What follows belongs to an exercise in optimizing a design on an open flow for small area and a short achievable clock period; a production flow would make more cautious choices.
Where RTL was checked, it was by simulation tests only, not by an equivalence proof against the original.
Power figures rest on the tool's default switching activity, not on a simulated workload.

old:
Design exec_core, start of the top module:
module exec_core #(
    parameter int data_width = riscv_pkg::xlen
) (
    input  logic                  clk,
    input  logic                  arst_n,
    input  logic [31:0]           inst,
    input  logic                  inst_valid,
    output logic [data_width-1:0] result,
    output logic [4:0]            result_rd,
    output logic                  result_valid,
    output logic                  branch_taken
);
==> module regfile, before the edit <==
module regfile #(
    parameter int data_width = 32
) (
    input  logic                  clk,
    input  logic                  arst_n,
    input  logic [4:0]            rs1_addr,
    input  logic [4:0]            rs2_addr,
    input  logic                  rs2_en,
    input  logic                  fwd1,
    input  logic                  fwd2,
    input  logic [data_width-1:0] fwd_data,
    input  logic [4:0]            wr_addr_d,   
    input  logic                  wr_en,
    input  logic [data_width-1:0] wr_data,
    output logic [data_width-1:0] rs1_data,
    output logic [data_width-1:0] rs2_data
);
    logic [31:1] written;
    logic [31:1] we;
    logic [31:1] wr_hot;       
    logic [31:1] readable;
    logic [31:1] sel1, sel2;
    logic [data_width-1:0] regs [1:31];
    for (genvar r = 1; r < 32; r++) begin : g_reg
        always_ff @(posedge clk) begin
            wr_hot[r] <= wr_addr_d == 5'(r);
        end
        assign we[r]        = wr_en && wr_hot[r];
        assign readable[r]  = written[r] && !we[r];
        always_ff @(posedge clk or negedge arst_n) begin
            if (!arst_n) written[r] <= 1'b0;
            else if (we[r]) written[r] <= 1'b1;
        end
        always_ff @(posedge clk) begin
            if (we[r]) regs[r] <= wr_data;
        end
    end
    rf_dec rd1_dec (.addr(rs1_addr), .en(readable),  .sel(sel1));
    rf_dec rd2_dec (.addr(rs2_addr), .en(readable),  .sel(sel2));
    for (genvar i = 0; i < data_width; i++) begin : g_col
        logic [31:0] col;
        for (genvar r = 1; r < 32; r++) begin : g_bit
            assign col[r] = regs[r][i];
        end
        assign col[0] = fwd_data[i];
        rf_col rd1_col (.sel({sel1, fwd1}), .d(col), .en(1'b1),   .y(rs1_data[i]));
        rf_col rd2_col (.sel({sel2, fwd2}), .d(col), .en(rs2_en), .y(rs2_data[i]));
    end
endmodule
==> module exec_core, before the edit <==
module exec_core #(
    parameter int data_width = riscv_pkg::xlen
) (
    input  logic                  clk,
    input  logic                  arst_n,
    input  logic [31:0]           inst,
    input  logic                  inst_valid,
    output logic [data_width-1:0] result,
    output logic [4:0]            result_rd,
    output logic                  result_valid,
    output logic                  branch_taken
);
    logic [31:0] rs1_data, rs2_data, res, res_int, k, imm;
    logic        valid_q, wb_q, wb_d;
    logic [4:0]  rd_q;
    logic        rs2_en, fwd1, fwd2;
    logic        sub, sel_add, lp, lg, lui, sel_sll, sel_sr, sra;
    logic        lt_signed, sel_lt, br_eq, br_lt, br_inv;
    riscv_pkg::stage_t st_d, st_q;
    decode_ctrl decode_ctrl_inst (
        .inst       (inst),
        .inst_valid (inst_valid),
        .fwd_valid  (wb_q),
        .fwd_rd     (rd_q),
        .wb         (wb_d),
        .rs2_en     (rs2_en),
        .fwd1       (fwd1),
        .fwd2       (fwd2),
        .k          (k),
        .imm        (imm),
        .sub        (sub),
        .sel_add    (sel_add),
        .lp         (lp),
        .lg         (lg),
        .lui        (lui),
        .sel_sll    (sel_sll),
        .sel_sr     (sel_sr),
        .sra        (sra),
        .lt_signed  (lt_signed),
        .sel_lt     (sel_lt),
        .br_eq      (br_eq),
        .br_lt      (br_lt),
        .br_inv     (br_inv)
    );
    regfile #(.data_width(32)) regfile_inst (
        .clk      (clk),
        .arst_n   (arst_n),
        .rs1_addr (inst[19:15]),
        .rs2_addr (inst[24:20]),
        .rs2_en   (rs2_en),
        .fwd1     (fwd1),
        .fwd2     (fwd2),
        .fwd_data (res_int),
        .wr_addr_d (inst[11:7]),
        .wr_en    (wb_q),
        .wr_data  (res_int),
        .rs1_data (rs1_data),
        .rs2_data (rs2_data)
    );
    decode_alu decode_alu_inst (
        .a         (rs1_data),
        .s2        (rs2_data),
        .k         (k),
        .imm       (imm),
        .sub       (sub),
        .sel_add   (sel_add),
        .lp        (lp),
        .lg        (lg),
        .lui       (lui),
        .sel_sll   (sel_sll),
        .sel_sr    (sel_sr),
        .sra       (sra),
        .lt_signed (lt_signed),
        .sel_lt    (sel_lt),
        .br_eq     (br_eq),
        .br_lt     (br_lt),
        .br_inv    (br_inv),
        .st        (st_d)
    );
    always_ff @(posedge clk or negedge arst_n) begin
        if (!arst_n) begin
            valid_q <= 1'b0;
            wb_q    <= 1'b0;
        end else begin
            valid_q <= inst_valid;
            wb_q    <= wb_d;
        end
    end
    always_ff @(posedge clk) begin
        rd_q <= inst[11:7];
        st_q <= st_d;
    end
    alu_exec alu_exec_inst (
        .st     (st_q),
        .result     (res),
        .result_int (res_int),
        .taken      (branch_taken)
    );
    assign result       = res;
    assign result_rd    = rd_q;
    assign result_valid = valid_q;
endmodule
Settings: LEC_CHECK=0, CAP_MARGIN=20, CORE_MARGIN=2, CORE_UTILIZATION=40, PLACE_DENSITY=0.6, SETUP_SLACK_MARGIN=5, SLEW_MARGIN=20, SYNTH_HIERARCHICAL=1, SYNTH_MINIMUM_KEEP_SIZE=0, TNS_END_PERCENT=100; clock period 10.0 ns.
standard.sh (not shown) runs the stock make flow with config.mk's settings and CLKGATE_MAP_FILE= SYNTH_SCRIPT=/design/flow/synth_recipe.tcl, a recipe that flattens the netlist after the stock synthesis.
==> flow/flow/run.sh <==
#!/bin/bash
# Own layout flow: the standard layout (standard.sh) with these changes.
#  1. DONT_USE_CELLS adds the full and half adder cells (fa, ha) and the
#     clkdlybuf4s delay buffers to the platform's list (flow/dont_use.txt
#     holds the whole list), so synthesis maps adders to plain gates and
#     port buffering and repair use ordinary buffers.
#  2. After synthesis, a22oi_2 and a21oi_2 cells (what synthesis makes of
#     the design's single-gate modules) start at size 1, and the gates of
#     the register file's read decoders and columns get drive strengths
#     that suit their loads (flow/swap.tcl, rules in flow/settings.sh).
#  3. Clock tree synthesis without dummy loads, with small sink clusters
#     (flow/settings.sh).
#  4. Timing repair aims at a shorter period than the design's clock
#     (setup margin from flow/settings.sh) on all endpoints.
# Everything else (synthesis script, floorplan, power grid, placement,
# routing, the clock period and constraints) is the standard flow.
# Each tool's full output goes to a log file here (flow_*.log); ORFS also
# writes each step's log under orfs/logs/.
set -euo pipefail
source flow/settings.sh
du="$(cat flow/dont_use.txt)"
vars=("DONT_USE_CELLS=$du" "CTS_ARGS=$CTS_ARGS" "SETUP_SLACK_MARGIN=$MARGIN" "TNS_END_PERCENT=$TNS")
res="orfs/results/${FLOW_PLATFORM:-sky130hd}/exec_core/base"

bash standard.sh "${vars[@]}" synth > flow_synth.log 2>&1
ODB_IN="$res/1_synth.odb" ODB_OUT="$res/1_synth.odb" SWAP="$SWAP" SIZE="${SIZE:-}" \
  openroad -no_init -exit flow/swap.tcl > flow_swap.log 2>&1
touch "$res/1_synth.sdc"
bash standard.sh "${vars[@]}" finish > flow_finish.log 2>&1
Other scripts of this flow, unchanged in this note and not shown: flow/flow/dont_use.txt, flow/flow/settings.sh, flow/flow/swap.tcl
old ran to completion and came out clean on the timing, DRC and antenna checks.
#### Input delta (new over old)
-- flow/design.v --
<<< old, line 81
    input  logic                  fwd2,
    input  logic [data_width-1:0] fwd_data,
    input  logic [4:0]            wr_addr_d,   
    input  logic                  wr_en,
    input  logic [data_width-1:0] wr_data,
>>> new, line 81
    input  logic                  fwd2,
    input  logic [data_width-1:0] fwd_data,
    input  logic [4:0]            wr_addr,
    input  logic                  wr_en,
    input  logic [data_width-1:0] wr_data,
<<< old, line 89
    logic [31:1] written;
    logic [31:1] we;
    logic [31:1] wr_hot;       
    logic [31:1] readable;
    logic [31:1] sel1, sel2;
    logic [data_width-1:0] regs [1:31];
    for (genvar r = 1; r < 32; r++) begin : g_reg
        always_ff @(posedge clk) begin
            wr_hot[r] <= wr_addr_d == 5'(r);
        end
        assign we[r]        = wr_en && wr_hot[r];
        assign readable[r]  = written[r] && !we[r];
        always_ff @(posedge clk or negedge arst_n) begin
>>> new, line 89
    logic [31:1] written;
    logic [31:1] we;
    logic [31:1] readable;
    logic [31:1] sel1, sel2;
    logic [data_width-1:0] regs [1:31];
    for (genvar r = 1; r < 32; r++) begin : g_reg
        assign we[r]        = wr_en && (wr_addr == 5'(r));
        assign readable[r]  = written[r] && !we[r];
        always_ff @(posedge clk or negedge arst_n) begin
<<< old, line 512
        .fwd2     (fwd2),
        .fwd_data (res_int),
        .wr_addr_d (inst[11:7]),
        .wr_en    (wb_q),
        .wr_data  (res_int),
>>> new, line 508
        .fwd2     (fwd2),
        .fwd_data (res_int),
        .wr_addr  (rd_q),
        .wr_en    (wb_q),
        .wr_data  (res_int),
Results
Going from old to new, critical path depth up 7, sum of buffers and inverters on the critical path saw an increase.
Going from old to new, shortest clock period the worst path allows after layout grows by 0.059 ns.
old has a lower worst-case headroom to the max-slew limit than new.
Routed wirelength normalized by instance count came out lower on new than on old.
For old, the type of the setup path with the least slack was reg -> out, unlike new, where it was in -> reg.
Compared with old, in new sequential portion of the cell area fell 0.42 points, first-iteration DRC count fell 35.
Compared new against old; end-of-flow core utilization within noise.
Comparing new and old, count of clock buffers in the final design is lower on new.
new has fewer flip-flops than old.
Synthesized area in new vs old: down 1.2%
NOTE gate count after technology mapping old->new decreased slightly
met3 track utilization from global routing for new: 0.43 points down relative to old
Cmp new vs old: final clock period utilization by the worst path higher in new
No run of this note included a check of the RTL's function; only the layout flow was run.

========
Setup of branch tundra:
exec_core, a different RTL version from the one above (not shown whole).
Size in the first run: ~3,900 cells after synthesis, about 74 I/O pins.
==> module decode_alu, before the edit <==
module decode_alu (
    input  logic [31:0]       a,           
    input  logic [31:0]       s2,          
    input  logic [31:0]       k,           
    input  logic [31:0]       imm,
    input  logic              sub,
    input  logic              sel_add,
    input  logic              lp,
    input  logic              lg,
    input  logic              lui,
    input  logic              sel_sll,
    input  logic              sel_sr,
    input  logic              sra,
    input  logic              lt_signed,
    input  logic              sel_lt,
    input  logic              br_eq,
    input  logic              br_lt,
    input  logic              br_inv,
    output riscv_pkg::stage_t st
);
    logic [31:0] t, p, pn, qn, gn, g, other_n;
    logic [31:0] s0n;             
    logic [31:4] s1n;             
    logic        subn;
    assign subn = ~sub;
    for (genvar i = 0; i < 32; i++) begin : g_pg
        g_xor2  u_t  (.a(s2[i]), .b(k[i]), .y(t[i]));
        g_nor2  u_qn (.a(a[i]), .b(t[i]), .y(qn[i]));
        g_nand2 u_gn (.a(a[i]), .b(t[i]), .y(gn[i]));
        if (i % 4 == 0) begin : g_pn
            g_xnor2 u_pn (.a(a[i]), .b(t[i]), .y(pn[i]));
        end else begin : g_npn
            assign pn[i] = 1'b0;    
        end
        g_xor2  u_p  (.a(a[i]), .b(t[i]), .y(p[i]));
        g_inv   u_g  (.a(gn[i]), .y(g[i]));
    end
    assign other_n = ~((p & {32{lp}}) | (g & {32{lg}}) | (imm & {32{lui}}));
    for (genvar b = 0; b < 8; b++) begin : g_grp
        logic [3:0] g1, p1, g2n, p2n;
        logic [3:0] pb, pnb, qnb, gnb;
        assign pb  = p[4*b +: 4];
        assign pnb = pn[4*b +: 4];
        assign qnb = qn[4*b +: 4];
        assign gnb = gn[4*b +: 4];
        assign g1[0] = g[4*b];
        assign p1[0] = pb[0];
        for (genvar j = 1; j < 4; j++) begin : g_l1
            g_oai21 u_g (.a1(qnb[j]), .a2(gnb[j-1]), .b(gnb[j]), .y(g1[j]));
            g_nor2  u_p (.a(qnb[j]), .b(qnb[j-1]), .y(p1[j]));
        end
        assign g2n[0] = gnb[0];
        assign p2n[0] = qnb[0];
        g_inv u_g2n1 (.a(g1[1]), .y(g2n[1]));
        g_inv u_p2n1 (.a(p1[1]), .y(p2n[1]));
        for (genvar j = 2; j < 4; j++) begin : g_l2
            g_aoi21 u_g (.a1(p1[j]), .a2(g1[j-2]), .b(g1[j]), .y(g2n[j]));
            g_nand2 u_p (.a(p1[j]), .b(p1[j-2]), .y(p2n[j]));
        end
        for (genvar j = 0; j < 4; j++) begin : g_sum
            localparam int I = 4*b + j;
            if (b == 0) begin : g_cin
                if (j == 0) begin : g_j0
                    g_xnor2 u_s (.a(pb[0]), .b(sub), .y(s0n[I]));
                end else if (j == 1) begin : g_j1
                    logic c;
                    g_oai21 u_c (.a1(qnb[0]), .a2(subn), .b(gnb[0]), .y(c));
                    g_xnor2 u_s (.a(pb[j]), .b(c), .y(s0n[I]));
                end else if (j == 2) begin : g_j2
                    logic cn;
                    g_aoi21 u_c (.a1(p1[1]), .a2(sub), .b(g1[1]), .y(cn));
                    g_xor2  u_s (.a(pb[j]), .b(cn), .y(s0n[I]));
                end else begin : g_j3
                    logic c;
                    g_oai21 u_c (.a1(p2n[2]), .a2(subn), .b(g2n[2]), .y(c));
                    g_xnor2 u_s (.a(pb[j]), .b(c), .y(s0n[I]));
                end
            end else begin : g_cs
                if (j == 0) begin : g_j0
                    assign s0n[I] = pnb[0];
                    assign s1n[I] = pb[0];
                end else if (j == 1) begin : g_j1
                    logic c1;
                    g_xor2  u_s0 (.a(pb[j]), .b(gnb[0]), .y(s0n[I]));
                    g_nand2 u_c1 (.a(gnb[0]), .b(qnb[0]), .y(c1));
                    g_xnor2 u_s1 (.a(pb[j]), .b(c1), .y(s1n[I]));
                end else if (j == 2) begin : g_j2
                    logic c1n;
                    g_xnor2 u_s0 (.a(pb[j]), .b(g1[1]), .y(s0n[I]));
                    g_nor2  u_c1 (.a(g1[1]), .b(p1[1]), .y(c1n));
                    g_xor2  u_s1 (.a(pb[j]), .b(c1n), .y(s1n[I]));
                end else begin : g_j3
                    logic c1;
                    g_xor2  u_s0 (.a(pb[j]), .b(g2n[2]), .y(s0n[I]));
                    g_nand2 u_c1 (.a(g2n[2]), .b(p2n[2]), .y(c1));
                    g_xnor2 u_s1 (.a(pb[j]), .b(c1), .y(s1n[I]));
                end
            end
        end
        if (b == 0) begin : g_c4
            g_oai21 u_c (.a1(p2n[3]), .a2(subn), .b(g2n[3]), .y(st.c4));
        end else begin : g_gp
            g_inv u_g (.a(g2n[3]), .y(st.gg[b]));
            g_inv u_p (.a(p2n[3]), .y(st.gp[b]));
        end
    end
    for (genvar i = 0; i < 32; i++) begin : g_q0
        g_mux2i u (.s(sel_add), .a0(other_n[i]), .a1(s0n[i]), .y(st.q0[i]));
    end
    for (genvar i = 4; i < 32; i++) begin : g_q1
        g_mux2i u (.s(sel_add), .a0(other_n[i]), .a1(s1n[i]), .y(st.q1[i]));
    end
    assign st.ltx = ~(lt_signed & (a[31] ^ ~t[31]));
    assign st.brx = st.ltx ^ br_inv;
    logic [31:0] x0, x1, x2, x3;
    logic        fill, fill_n;
    assign fill   = sra & a[31];
    assign fill_n = ~fill;
    for (genvar i = 0; i < 32; i++) begin : g_sh
        g_mux2i u0 (.s(sel_sll), .a0(a[i]), .a1(a[31-i]), .y(x0[i]));
        if (i + 16 < 32) begin : g_a
            g_mux2i u1 (.s(t[4]), .a0(x0[i]), .a1(x0[i+16]), .y(x1[i]));
        end else begin : g_b
            g_mux2i u1 (.s(t[4]), .a0(x0[i]), .a1(fill_n), .y(x1[i]));
        end
        if (i + 8 < 32) begin : g_c
            g_mux2i u2 (.s(t[3]), .a0(x1[i]), .a1(x1[i+8]), .y(x2[i]));
        end else begin : g_d
            g_mux2i u2 (.s(t[3]), .a0(x1[i]), .a1(fill), .y(x2[i]));
        end
        if (i + 4 < 32) begin : g_e
            g_mux2i u3 (.s(t[2]), .a0(x2[i]), .a1(x2[i+4]), .y(x3[i]));
        end else begin : g_f
            g_mux2i u3 (.s(t[2]), .a0(x2[i]), .a1(fill_n), .y(x3[i]));
        end
    end
    assign st.sh      = x3;
    assign st.shamt   = t[1:0];
    assign st.shamt_n = ~t[1:0];
    assign st.fill    = fill;
    assign st.sel_sll = sel_sll;
    assign st.sel_sr  = sel_sr;
    assign st.sel_lt  = sel_lt;
    assign st.br_eq   = br_eq;
    assign st.br_lt   = br_lt;
    assign st.br_inv  = br_inv;
endmodule
Settings: LEC_CHECK=0, CAP_MARGIN=20, CORE_MARGIN=2, CORE_UTILIZATION=40, PLACE_DENSITY=0.6, SETUP_SLACK_MARGIN=5, SLEW_MARGIN=20, SYNTH_HIERARCHICAL=1, SYNTH_MINIMUM_KEEP_SIZE=0, TNS_END_PERCENT=100; clock period 10.0 ns.
Scripts as last shown in full above: flow/flow/run.sh
Other scripts of this flow, unchanged in this note and not shown: flow/flow/dont_use.txt, flow/flow/settings.sh, flow/flow/swap.tcl
For branch juniper, these inputs were changed with respect to branch tundra:
-- flow/design.v --
<<< branch tundra, line 176
    output riscv_pkg::stage_t st
);
    logic [31:0] t, p, pn, qn, gn, g, other_n;
    logic [31:0] s0n;             
    logic [31:4] s1n;             
>>> branch juniper, line 176
    output riscv_pkg::stage_t st
);
    logic [31:0] t, p, pn, gn, g, other_n;
    logic [31:0] s0n;             
    logic [31:4] s1n;             
<<< branch tundra, line 183
    for (genvar i = 0; i < 32; i++) begin : g_pg
        g_xor2  u_t  (.a(s2[i]), .b(k[i]), .y(t[i]));
        g_nor2  u_qn (.a(a[i]), .b(t[i]), .y(qn[i]));
        g_nand2 u_gn (.a(a[i]), .b(t[i]), .y(gn[i]));
        if (i % 4 == 0) begin : g_pn
            g_xnor2 u_pn (.a(a[i]), .b(t[i]), .y(pn[i]));
        end else begin : g_npn
            assign pn[i] = 1'b0;    
        end
        g_xor2  u_p  (.a(a[i]), .b(t[i]), .y(p[i]));
        g_inv   u_g  (.a(gn[i]), .y(g[i]));
>>> branch juniper, line 183
    for (genvar i = 0; i < 32; i++) begin : g_pg
        g_xor2  u_t  (.a(s2[i]), .b(k[i]), .y(t[i]));
        g_xnor2 u_pn (.a(a[i]), .b(t[i]), .y(pn[i]));
        g_nand2 u_gn (.a(a[i]), .b(t[i]), .y(gn[i]));
        g_xor2  u_p  (.a(a[i]), .b(t[i]), .y(p[i]));
        g_inv   u_g  (.a(gn[i]), .y(g[i]));
<<< branch tundra, line 196
    for (genvar b = 0; b < 8; b++) begin : g_grp
        logic [3:0] g1, p1, g2n, p2n;
        logic [3:0] pb, pnb, qnb, gnb;
        assign pb  = p[4*b +: 4];
        assign pnb = pn[4*b +: 4];
        assign qnb = qn[4*b +: 4];
        assign gnb = gn[4*b +: 4];
        assign g1[0] = g[4*b];
        assign p1[0] = pb[0];
        for (genvar j = 1; j < 4; j++) begin : g_l1
            g_oai21 u_g (.a1(qnb[j]), .a2(gnb[j-1]), .b(gnb[j]), .y(g1[j]));
            g_nor2  u_p (.a(qnb[j]), .b(qnb[j-1]), .y(p1[j]));
        end
        assign g2n[0] = gnb[0];
        assign p2n[0] = qnb[0];
        g_inv u_g2n1 (.a(g1[1]), .y(g2n[1]));
        g_inv u_p2n1 (.a(p1[1]), .y(p2n[1]));
>>> branch juniper, line 191
    for (genvar b = 0; b < 8; b++) begin : g_grp
        logic [3:0] g1, p1, g2n, p2n;
        logic [3:0] pb, pnb, gnb;
        assign pb  = p[4*b +: 4];
        assign pnb = pn[4*b +: 4];
        assign gnb = gn[4*b +: 4];
        assign g1[0] = g[4*b];
        assign p1[0] = pb[0];
        for (genvar j = 1; j < 4; j++) begin : g_l1
            g_oai21 u_g (.a1(pnb[j]), .a2(gnb[j-1]), .b(gnb[j]), .y(g1[j]));
            g_nor2  u_p (.a(pnb[j]), .b(pnb[j-1]), .y(p1[j]));
        end
        assign g2n[0] = gnb[0];
        assign p2n[0] = pnb[0];
        g_inv u_g2n1 (.a(g1[1]), .y(g2n[1]));
        g_inv u_p2n1 (.a(p1[1]), .y(p2n[1]));
<<< branch tundra, line 222
                end else if (j == 1) begin : g_j1
                    logic c;
                    g_oai21 u_c (.a1(qnb[0]), .a2(subn), .b(gnb[0]), .y(c));
                    g_xnor2 u_s (.a(pb[j]), .b(c), .y(s0n[I]));
                end else if (j == 2) begin : g_j2
>>> branch juniper, line 216
                end else if (j == 1) begin : g_j1
                    logic c;
                    g_oai21 u_c (.a1(pnb[0]), .a2(subn), .b(gnb[0]), .y(c));
                    g_xnor2 u_s (.a(pb[j]), .b(c), .y(s0n[I]));
                end else if (j == 2) begin : g_j2
<<< branch tundra, line 240
                    logic c1;
                    g_xor2  u_s0 (.a(pb[j]), .b(gnb[0]), .y(s0n[I]));
                    g_nand2 u_c1 (.a(gnb[0]), .b(qnb[0]), .y(c1));
                    g_xnor2 u_s1 (.a(pb[j]), .b(c1), .y(s1n[I]));
                end else if (j == 2) begin : g_j2
>>> branch juniper, line 234
                    logic c1;
                    g_xor2  u_s0 (.a(pb[j]), .b(gnb[0]), .y(s0n[I]));
                    g_nand2 u_c1 (.a(gnb[0]), .b(pnb[0]), .y(c1));
                    g_xnor2 u_s1 (.a(pb[j]), .b(c1), .y(s1n[I]));
                end else if (j == 2) begin : g_j2
Findings:
- Diff branch tundra..branch juniper | synthesis-to-finish area growth | negligible
- In terms of die width, branch tundra and branch juniper differ only marginally.
- Looking at total power draw across branch tundra and branch juniper, the one that comes out lower is branch tundra.
- Detailed route, branch juniper vs branch tundra: via total lower for branch juniper
- As far as cell count after placement is concerned, branch juniper and branch tundra perform about the same.
- From branch tundra to branch juniper the numbers moved as follows: wire length saw a decrease; share of final layout cell area taken by non-clock buffers saw little to no change; number of multi-input logic gates saw a decrease; synthesized cell count saw little to no change; number of global-route vias before repair saw a decrease.
- branch juniper vs. branch tundra: slack of the worst reg-to-reg path went down by 0.13 ns.
- branch tundra → branch juniper: maximum number of pins on one net before global-route repair decreased 1, combinational fraction of design power held.
The RTL of branch juniper was laid out without a check of its function.

==> afterwards: timing with drivers on the ports <==
No port has a modelled driver above. Below, the same layouts with a new extraction and two added sets of constraints.
Step 1: set_driving_cell puts a clkbuf_16 on clk and a buf_2 on each other input, an assumption about the parent block.
Step 2 moves the port delays by t, midway between the first and last clock arrival at a register: inputs arrive t later, outputs are due t later. That takes back most of the time a late clock gives input paths.
a / b / c = no drivers / after step 1 / after step 2; a / b = the first two.
run | t, ns | slack for setup (ns) | hold WS [ns]
old | 0.962 | 5.431 / 5.348 / 4.575 | 0.454 / 0.454 / 0.454
new | 0.901 | 5.372 / 5.411 / 4.510 | 0.469 / 0.469 / 0.469
branch tundra | 0.911 | 5.428 / 5.373 / 4.559 | 0.469 / 0.469 / 0.469
branch juniper | 0.899 | 5.382 / 5.378 / 4.479 | 0.473 / 0.473 / 0.473
After both steps every run listed still meets setup and hold. The setup slack of branch juniper, which loses most, moves by -0.004 ns with the drivers and by -0.903 ns with both steps.
